Source: an optimization exercise on an open RTL-to-GDS flow (aim: a short achievable clock period and few clock cycles per item). Production flows keep margins and buffers that such runs may drop. RTL that was checked went through simulation tests only; none was proved equivalent to the original.

==> v37: inputs <==
// zmips_top
module zmips_top
(
    input  logic            clk,
    input  logic            rst,
    input  logic [XLEN-1:0] i_data,
    output logic [XLEN-1:0] i_addr,
    output logic [XLEN-1:0] d_addr,
    output logic [XLEN-1:0] d_wdata,
    output logic            d_wr
);
clock: 10.5 ns
lec_check: 0
cap_margin: 20
core_margin: 2
core_utilization: 40
slew_margin: 20
standard.sh (not shown) runs the stock make flow with config.mk's settings and CLKGATE_MAP_FILE= SYNTH_SCRIPT=/design/flow/synth_recipe.tcl, a recipe that flattens the netlist after the stock synthesis.
==> flow/flow/run.sh <==
#!/bin/bash
cp standard.sh standard_sh.copy.txt
export SETUP_SLACK_MARGIN=6.5
bash standard.sh > standard.log 2>&1
==> v23: changes against v37 <==
--- a/flow/design.v
+++ b/flow/design.v
@@ -76,15 +76,12 @@
     input  logic              ex_z,
     input  logic              ex_c,
     input  logic              ex_n,
     input  logic [XLEN-1:0]   rs_data,
     input  logic [XLEN-1:0]   rt_data,
     input  logic [XLEN-1:0]   ex_y,
-    input  logic [XLEN-1:0]   wb_data,
-    input  logic [REG_AW-1:0] wb_addr,
-    input  logic              wb_wr,
     output logic [REG_AW-1:0] rs_addr,
     output logic [REG_AW-1:0] rt_addr,
     output logic              mispredict,
     output logic [PCW-1:0]    alt_pc,
     output logic [XLEN-1:0]   ex_a,
     output logic [XLEN-1:0]   ex_b,
@@ -108,13 +105,13 @@
 );
     logic            is_r, is_imm, is_b;
     logic [3:0]      code;
     logic [1:0]      cc;
     logic            use_live, use_reg, flag, k;
     logic            fwd_a, fwd_b;
-    logic [XLEN-1:0] a_val, rs_val, rt_val;
+    logic [XLEN-1:0] a_val;
     logic [REG_AW-1:0] dest;
     assign is_r   = id_valid & ~id_instr[31];
     assign is_imm = id_instr[30];
     assign is_b   = id_valid & (id_instr[31:30] == FMT_I);
     assign code   = is_imm ? 4'b0000 : {id_instr[26], id_instr[5:3]};
     assign dest   = is_imm ? 5'd0 : id_instr[15:11];
@@ -129,21 +126,19 @@
             default: flag = ex_wr_n ? ex_n : flag_n;
         endcase
     end
     assign k          = ~(id_instr[29] ^ id_pred);
     assign mispredict = is_b & (cc != 2'd3) & (flag ^ k);
     assign alt_pc     = id_alt;
-    assign rs_val = (wb_wr && wb_addr == rs_addr) ? wb_data : rs_data;
-    assign rt_val = (wb_wr && wb_addr == rt_addr) ? wb_data : rt_data;
-    assign a_val  = is_imm ? {{6{id_instr[25]}}, id_instr[25:0]} : rs_val;
+    assign a_val = is_imm ? {{6{id_instr[25]}}, id_instr[25:0]} : rs_data;
     assign fwd_a = ~is_imm & ex_wr_reg & (ex_dest == rs_addr);
     assign fwd_b = ex_wr_reg & (ex_dest == rt_addr);
     always_ff @(posedge clk)
     begin
         ex_a     <= fwd_a ? ex_y : a_val;
-        ex_b     <= fwd_b ? ex_y : rt_val;
+        ex_b     <= fwd_b ? ex_y : rt_data;
         ex_shamt <= id_instr[10:6];
         ex_dest  <= dest;
         ex_op_and <= (code == 4'b0001);
         ex_op_or  <= (code == 4'b0010);
         ex_op_xor <= (code == 4'b0011);
         ex_op_add <= (code == 4'b0100);
@@ -283,27 +278,22 @@
     input  logic              ex_op_sll,
     input  logic              ex_op_srl,
     input  logic              ex_op_sra,
     input  logic [4:0]        ex_shamt,
     input  logic              ex_cin_one,
     input  logic              ex_store,
-    input  logic [REG_AW-1:0] ex_dest,
-    input  logic              ex_wr_reg,
     input  logic              ex_wr_z,
     input  logic              ex_wr_c,
     input  logic              ex_wr_n,
     output logic [XLEN-1:0]   ex_y,
     output logic              ex_z,
     output logic              ex_c,
     output logic              ex_n,
     output logic              flag_z,
     output logic              flag_c,
     output logic              flag_n,
-    output logic [XLEN-1:0]   wb_data,
-    output logic [REG_AW-1:0] wb_addr,
-    output logic              wb_wr,
     output logic [XLEN-1:0]   d_addr,
     output logic [XLEN-1:0]   d_wdata,
     output logic              d_wr
 );
     zmips_alu u_alu (
         .a       (ex_a),
@@ -345,29 +335,14 @@
             d_wr <= 1'b0;
         else
             d_wr <= ex_store;
     end
     always_ff @(posedge clk)
     begin
-        if (ex_store)
-        begin
-            d_addr  <= ex_y;
-            d_wdata <= ex_b;
-        end
-    end
-    always_ff @(posedge clk)
-    begin
-        if (rst)
-            wb_wr <= 1'b0;
-        else
-            wb_wr <= ex_wr_reg;
-    end
-    always_ff @(posedge clk)
-    begin
-        wb_data <= ex_y;
-        wb_addr <= ex_dest;
+        d_addr  <= ex_y;
+        d_wdata <= ex_b;
     end
 endmodule
 `default_nettype wire
 `default_nettype none
 import zmips_pkg::*;
 module zmips_top
@@ -392,41 +367,37 @@
     logic [4:0]        ex_shamt;
     logic              ex_cin_one;
     logic [REG_AW-1:0] ex_dest;
     logic              ex_wr_reg, ex_store, ex_wr_z, ex_wr_c, ex_wr_n;
     logic              ex_z, ex_c, ex_n;
     logic              flag_z, flag_c, flag_n;
-    logic [XLEN-1:0]   wb_data;
-    logic [REG_AW-1:0] wb_addr;
-    logic              wb_wr;
     zmips_fetch u_fetch (
         .clk, .rst, .mispredict, .alt_pc, .i_data, .i_addr,
         .id_instr, .id_valid, .id_pred, .id_alt
     );
     zmips_control u_control (
         .clk, .rst, .id_instr, .id_valid, .id_pred, .id_alt,
         .flag_z, .flag_c, .flag_n, .ex_z, .ex_c, .ex_n,
-        .rs_data, .rt_data, .ex_y, .wb_data, .wb_addr, .wb_wr, .rs_addr, .rt_addr,
+        .rs_data, .rt_data, .ex_y, .rs_addr, .rt_addr,
         .mispredict, .alt_pc,
         .ex_a, .ex_b, .ex_op_pass, .ex_op_and, .ex_op_or, .ex_op_xor,
         .ex_op_add, .ex_op_sub, .ex_op_sll, .ex_op_srl, .ex_op_sra,
         .ex_shamt, .ex_cin_one, .ex_dest, .ex_wr_reg, .ex_store,
         .ex_wr_z, .ex_wr_c, .ex_wr_n
     );
     zmips_regfile u_regfile (
         .clk, .rs_addr, .rt_addr,
-        .wr_addr (wb_addr),
-        .wr_data (wb_data),
-        .wr      (wb_wr),
+        .wr_addr (ex_dest),
+        .wr_data (ex_y),
+        .wr      (ex_wr_reg),
         .rs_data, .rt_data
     );
     zmips_execute u_execute (
         .clk, .rst, .ex_a, .ex_b,
         .ex_op_pass, .ex_op_and, .ex_op_or, .ex_op_xor, .ex_op_add, .ex_op_sub,
         .ex_op_sll, .ex_op_srl, .ex_op_sra, .ex_shamt, .ex_cin_one,
-        .ex_store, .ex_dest, .ex_wr_reg, .ex_wr_z, .ex_wr_c, .ex_wr_n,
+        .ex_store, .ex_wr_z, .ex_wr_c, .ex_wr_n,
         .ex_y, .ex_z, .ex_c, .ex_n, .flag_z, .flag_c, .flag_n,
-        .wb_data, .wb_addr, .wb_wr,
         .d_addr, .d_wdata, .d_wr
     );
 endmodule
 `default_nettype wire
==> flow/run.sh (new file) <==
#!/bin/bash
# synth_recipe.tcl (not shown) runs the flow's synth.tcl, then flattens the netlist and writes it again
# the make line also repeats each setting of config.mk as NAME=value (left out here)
make -C /OpenROAD-flow-scripts/flow DESIGN_CONFIG=/design/flow/config.mk WORK_HOME=/design/flow/orfs CLKGATE_MAP_FILE= SYNTH_SCRIPT=/design/flow/synth_recipe.tcl finish
--- a/flow/config.mk
+++ b/flow/config.mk
@@ -5,7 +5,8 @@
 export SDC_FILE = /design/flow/constraint.sdc
 export NUM_CORES = 4
 export LEC_CHECK = 0
 export CAP_MARGIN = 20
 export CORE_MARGIN = 2
 export CORE_UTILIZATION = 40
+export SETUP_SLACK_MARGIN = 5
 export SLEW_MARGIN = 20
removed: flow/flow/run.sh
removed: flow/standard.sh
==> v32: changes against v37 <==
--- a/flow/design.v
+++ b/flow/design.v
@@ -1,11 +1,12 @@
 `default_nettype none
 package zmips_pkg;
     localparam int XLEN   = 32;    
     localparam int REG_AW = 5;     
     localparam int PCW    = 30;    
+    localparam int NEAR_W = 12;    
     localparam logic [1:0] FMT_I = 2'b10;
     localparam logic [1:0] FMT_J = 2'b11;
 endpackage
 `default_nettype wire
 `default_nettype none
 import zmips_pkg::*;
@@ -17,28 +18,42 @@
     input  logic [PCW-1:0]  alt_pc,
     input  logic [XLEN-1:0] i_data,
     output logic [XLEN-1:0] i_addr,
     output logic [XLEN-1:0] id_instr,
     output logic            id_valid,
     output logic            id_pred,        
-    output logic [PCW-1:0]  id_alt          
+    output logic [PCW-1:0]  id_pc_inc       
 );
-    logic [PCW-1:0] pc, pc_inc, br_tgt, f_next;
-    logic           is_j, is_b, pred;
+    localparam int NW = NEAR_W;
+    logic [PCW-1:0]    pc, pc_inc, near_tgt, f_next;
+    logic [PCW-NW-1:0] hi_inc, hi_dec;
+    logic [NW:0]       lo_sum;
+    logic              is_j, is_b, pred, near;
+    logic              s_inc, s_dec, s_same;
     assign i_addr = {pc, 2'b00};
     assign pc_inc = pc + 1'b1;
-    assign is_j   = (i_data[31:30] == FMT_J);
-    assign is_b   = (i_data[31:30] == FMT_I);
-    assign pred   = (i_data[27:26] == 2'd3) | i_data[25] | (i_data[27:26] == 2'd0 & ~i_data[29]);
-    assign br_tgt = pc_inc + {{(PCW-26){i_data[25]}}, i_data[25:0]};
+    assign hi_inc = pc[PCW-1:NW] + 1'b1;
+    assign hi_dec = pc[PCW-1:NW] - 1'b1;
+    assign is_j = (i_data[31:30] == FMT_J);
+    assign is_b = (i_data[31:30] == FMT_I);
+    assign near = (i_data[25:NW-1] == '0) | (i_data[25:NW-1] == '1);
+    assign pred = near & ((i_data[27:26] == 2'd3) | i_data[25]
+                          | (i_data[27:26] == 2'd0 & ~i_data[29]));
+    assign lo_sum = {1'b0, pc[NW-1:0]} + {1'b0, i_data[NW-1:0]} + 1'b1;
+    assign s_inc  = lo_sum[NW] & ~i_data[NW-1];
+    assign s_dec  = ~lo_sum[NW] & i_data[NW-1];
+    assign s_same = ~(s_inc | s_dec);
+    assign near_tgt = {({(PCW-NW){s_inc}} & hi_inc) | ({(PCW-NW){s_dec}} & hi_dec)
+                       | ({(PCW-NW){s_same}} & pc[PCW-1:NW]),
+                       lo_sum[NW-1:0]};
     always_comb
     begin
         if (is_j)
             f_next = i_data[29:0];
         else if (is_b && pred)
-            f_next = br_tgt;
+            f_next = near_tgt;
         else
             f_next = pc_inc;
     end
     always_ff @(posedge clk)
     begin
         if (rst)
@@ -51,28 +66,28 @@
             pc       <= mispredict ? alt_pc : f_next;
             id_valid <= ~mispredict;
         end
     end
     always_ff @(posedge clk)
     begin
-        id_instr <= i_data;
-        id_pred  <= pred;
-        id_alt   <= pred ? pc_inc : br_tgt;
+        id_instr  <= i_data;
+        id_pred   <= pred;
+        id_pc_inc <= pc_inc;
     end
 endmodule
 `default_nettype wire
 `default_nettype none
 import zmips_pkg::*;
 module zmips_control
 (
     input  logic              clk,
     input  logic              rst,
     input  logic [XLEN-1:0]   id_instr,
     input  logic              id_valid,
     input  logic              id_pred,
-    input  logic [PCW-1:0]    id_alt,
+    input  logic [PCW-1:0]    id_pc_inc,
     input  logic              flag_z,
     input  logic              flag_c,
     input  logic              flag_n,
     input  logic              ex_z,
     input  logic              ex_c,
     input  logic              ex_n,
@@ -106,13 +121,14 @@
     output logic              ex_wr_c,
     output logic              ex_wr_n
 );
     logic            is_r, is_imm, is_b;
     logic [3:0]      code;
     logic [1:0]      cc;
-    logic            use_live, use_reg, flag, k;
+    logic            flag, k;
+    logic [PCW-1:0]  br_tgt;
     logic            fwd_a, fwd_b;
     logic [XLEN-1:0] a_val, rs_val, rt_val;
     logic [REG_AW-1:0] dest;
     assign is_r   = id_valid & ~id_instr[31];
     assign is_imm = id_instr[30];
     assign is_b   = id_valid & (id_instr[31:30] == FMT_I);
@@ -127,14 +143,15 @@
             2'd0:    flag = ex_wr_z ? ex_z : flag_z;
             2'd1:    flag = ex_wr_c ? ex_c : flag_c;
             default: flag = ex_wr_n ? ex_n : flag_n;
         endcase
     end
     assign k          = ~(id_instr[29] ^ id_pred);
-    assign mispredict = is_b & (cc != 2'd3) & (flag ^ k);
-    assign alt_pc     = id_alt;
+    assign mispredict = is_b & ((cc == 2'd3) ? ~id_pred : (flag ^ k));
+    assign br_tgt     = id_pc_inc + {{(PCW-26){id_instr[25]}}, id_instr[25:0]};
+    assign alt_pc     = id_pred ? id_pc_inc : br_tgt;
     assign rs_val = (wb_wr && wb_addr == rs_addr) ? wb_data : rs_data;
     assign rt_val = (wb_wr && wb_addr == rt_addr) ? wb_data : rt_data;
     assign a_val  = is_imm ? {{6{id_instr[25]}}, id_instr[25:0]} : rs_val;
     assign fwd_a = ~is_imm & ex_wr_reg & (ex_dest == rs_addr);
     assign fwd_b = ex_wr_reg & (ex_dest == rt_addr);
     always_ff @(posedge clk)
@@ -379,13 +396,13 @@
     output logic [XLEN-1:0] d_addr,
     output logic [XLEN-1:0] d_wdata,
     output logic            d_wr
 );
     logic [XLEN-1:0]   id_instr;
     logic              id_valid, id_pred;
-    logic [PCW-1:0]    id_alt, alt_pc;
+    logic [PCW-1:0]    id_pc_inc, alt_pc;
     logic              mispredict;
     logic [REG_AW-1:0] rs_addr, rt_addr;
     logic [XLEN-1:0]   rs_data, rt_data;
     logic [XLEN-1:0]   ex_a, ex_b, ex_y;
     logic              ex_op_pass, ex_op_and, ex_op_or, ex_op_xor, ex_op_add, ex_op_sub;
     logic              ex_op_sll, ex_op_srl, ex_op_sra;
@@ -397,16 +414,16 @@
     logic              flag_z, flag_c, flag_n;
     logic [XLEN-1:0]   wb_data;
     logic [REG_AW-1:0] wb_addr;
     logic              wb_wr;
     zmips_fetch u_fetch (
         .clk, .rst, .mispredict, .alt_pc, .i_data, .i_addr,
-        .id_instr, .id_valid, .id_pred, .id_alt
+        .id_instr, .id_valid, .id_pred, .id_pc_inc
     );
     zmips_control u_control (
-        .clk, .rst, .id_instr, .id_valid, .id_pred, .id_alt,
+        .clk, .rst, .id_instr, .id_valid, .id_pred, .id_pc_inc,
         .flag_z, .flag_c, .flag_n, .ex_z, .ex_c, .ex_n,
         .rs_data, .rt_data, .ex_y, .wb_data, .wb_addr, .wb_wr, .rs_addr, .rt_addr,
         .mispredict, .alt_pc,
         .ex_a, .ex_b, .ex_op_pass, .ex_op_and, .ex_op_or, .ex_op_xor,
         .ex_op_add, .ex_op_sub, .ex_op_sll, .ex_op_srl, .ex_op_sra,
         .ex_shamt, .ex_cin_one, .ex_dest, .ex_wr_reg, .ex_store,
==> out/metrics.cfg <==
[cts]
cts_buffers=140
cts_resized=223
post_cts_buffers=34

[worst_setup_path]
critPathSlowestCell=dfxtp_1
r2r_cells=15

[run_status]
status=complete, no violations

[floorplan]
start_util_pct=40.1
die_h_um=415

[synthesis]
synth-compound-area-share_pct=7.46
synth_cell_type_count=97
synth-xor-area-share_pct=2.09

[pwr]
pg_comb_w=0.00213
switching_power_w=0.00372

[layout]
nFillCells=14500
final-clk-cell-share_pct=5.68
clkbuf_count=190

the above is filed under v37

==> out/metrics.cfg <==
[floorplan]
die_w_um=419
die_h_um=419

[timing]
tns_ps=0

[cts]
cts_buffers=144
post_cts_buffers=56

[global_route]
antenna_found_initial=9

[layout]
clkbuf_count=181
final-clk-cell-share_pct=5.82
nFillCells=14800

[run_status]
status=complete, no violations

[pwr]
switching_power_w=0.00381
pg_comb_w=0.00224

[synthesis]
synth-xor-area-share_pct=2.15

[worst_setup_path]
startpoint_type=primary input

[worst_hold_path]
worstHoldStart=u_control.ex_dest[0]

the above is filed under v32

==> out/metrics.cfg <==
[run_status]
status=complete, no violations

[cts]
clkTransAtPathRegs_ps=60
cts_buffers=142

[synthesis]
synth_cell_type_count=85
synth-compound-area-share_pct=6.56
syn_area_um2=66200
synth_cells=4369

[layout]
clkbuf_count=191
nFillCells=14300
final-clk-cell-share_pct=6.06

[worst_setup_path]
r2r_cells=13
critPathSlowestCell=a221oi_1

[pwr]
switching_power_w=0.00363

the above is filed under v23

Testbench counts of v23, summed over its fixed seeds: cycles 39,707, instrs 37,437.
Testbench counts of v32, summed over its fixed seeds: cycles 39,848, instrs 37,437.
For v37, only the layout was checked, not whether the RTL still works.

-- separate check: timing with driven ports --
How much do the figures lean on ideal ports? The routed layouts below were timed once more, with nothing changed but the port constraints. Step 1 (the two cells are an assumption about what drives the block):
set clk [get_ports {clk}]
set_driving_cell -lib_cell sky130_fd_sc_hd__clkbuf_16 $clk
set_driving_cell -lib_cell sky130_fd_sc_hd__buf_2 [delete_from_list [all_inputs] $clk]
Step 2, shift: input delay + t, output delay - t, t = (earliest + latest rising clock arrival at the registers) / 2. This alone moves slack from input paths to output paths. Slacks: ideal / step 1 / step 2; pairs: ideal / step 1.
| run | shift t [ns] | setup slack, ns | worst hold slack (ns) | worst slew at a driven data input, ns | cell pins on the clock port's net |
|---|---|---|---|---|---|
| v37 | 0.871 | 6.250 / 6.250 / 5.489 | 0.398 / 0.398 / 0.398 | 0.07 | 1 |
| v23 | 0.865 | 5.040 / 5.040 / 4.391 | 0.432 / 0.432 / 0.432 | 0.07 | 1 |
| v32 | 0.896 | 5.549 / 5.587 / 4.691 | 0.403 / 0.403 / 0.403 | 0.12 | 1 |
After both steps every run listed still meets setup and hold. The setup slack of v32, which loses most, moves by +0.038 ns with the drivers and by -0.858 ns with both steps.
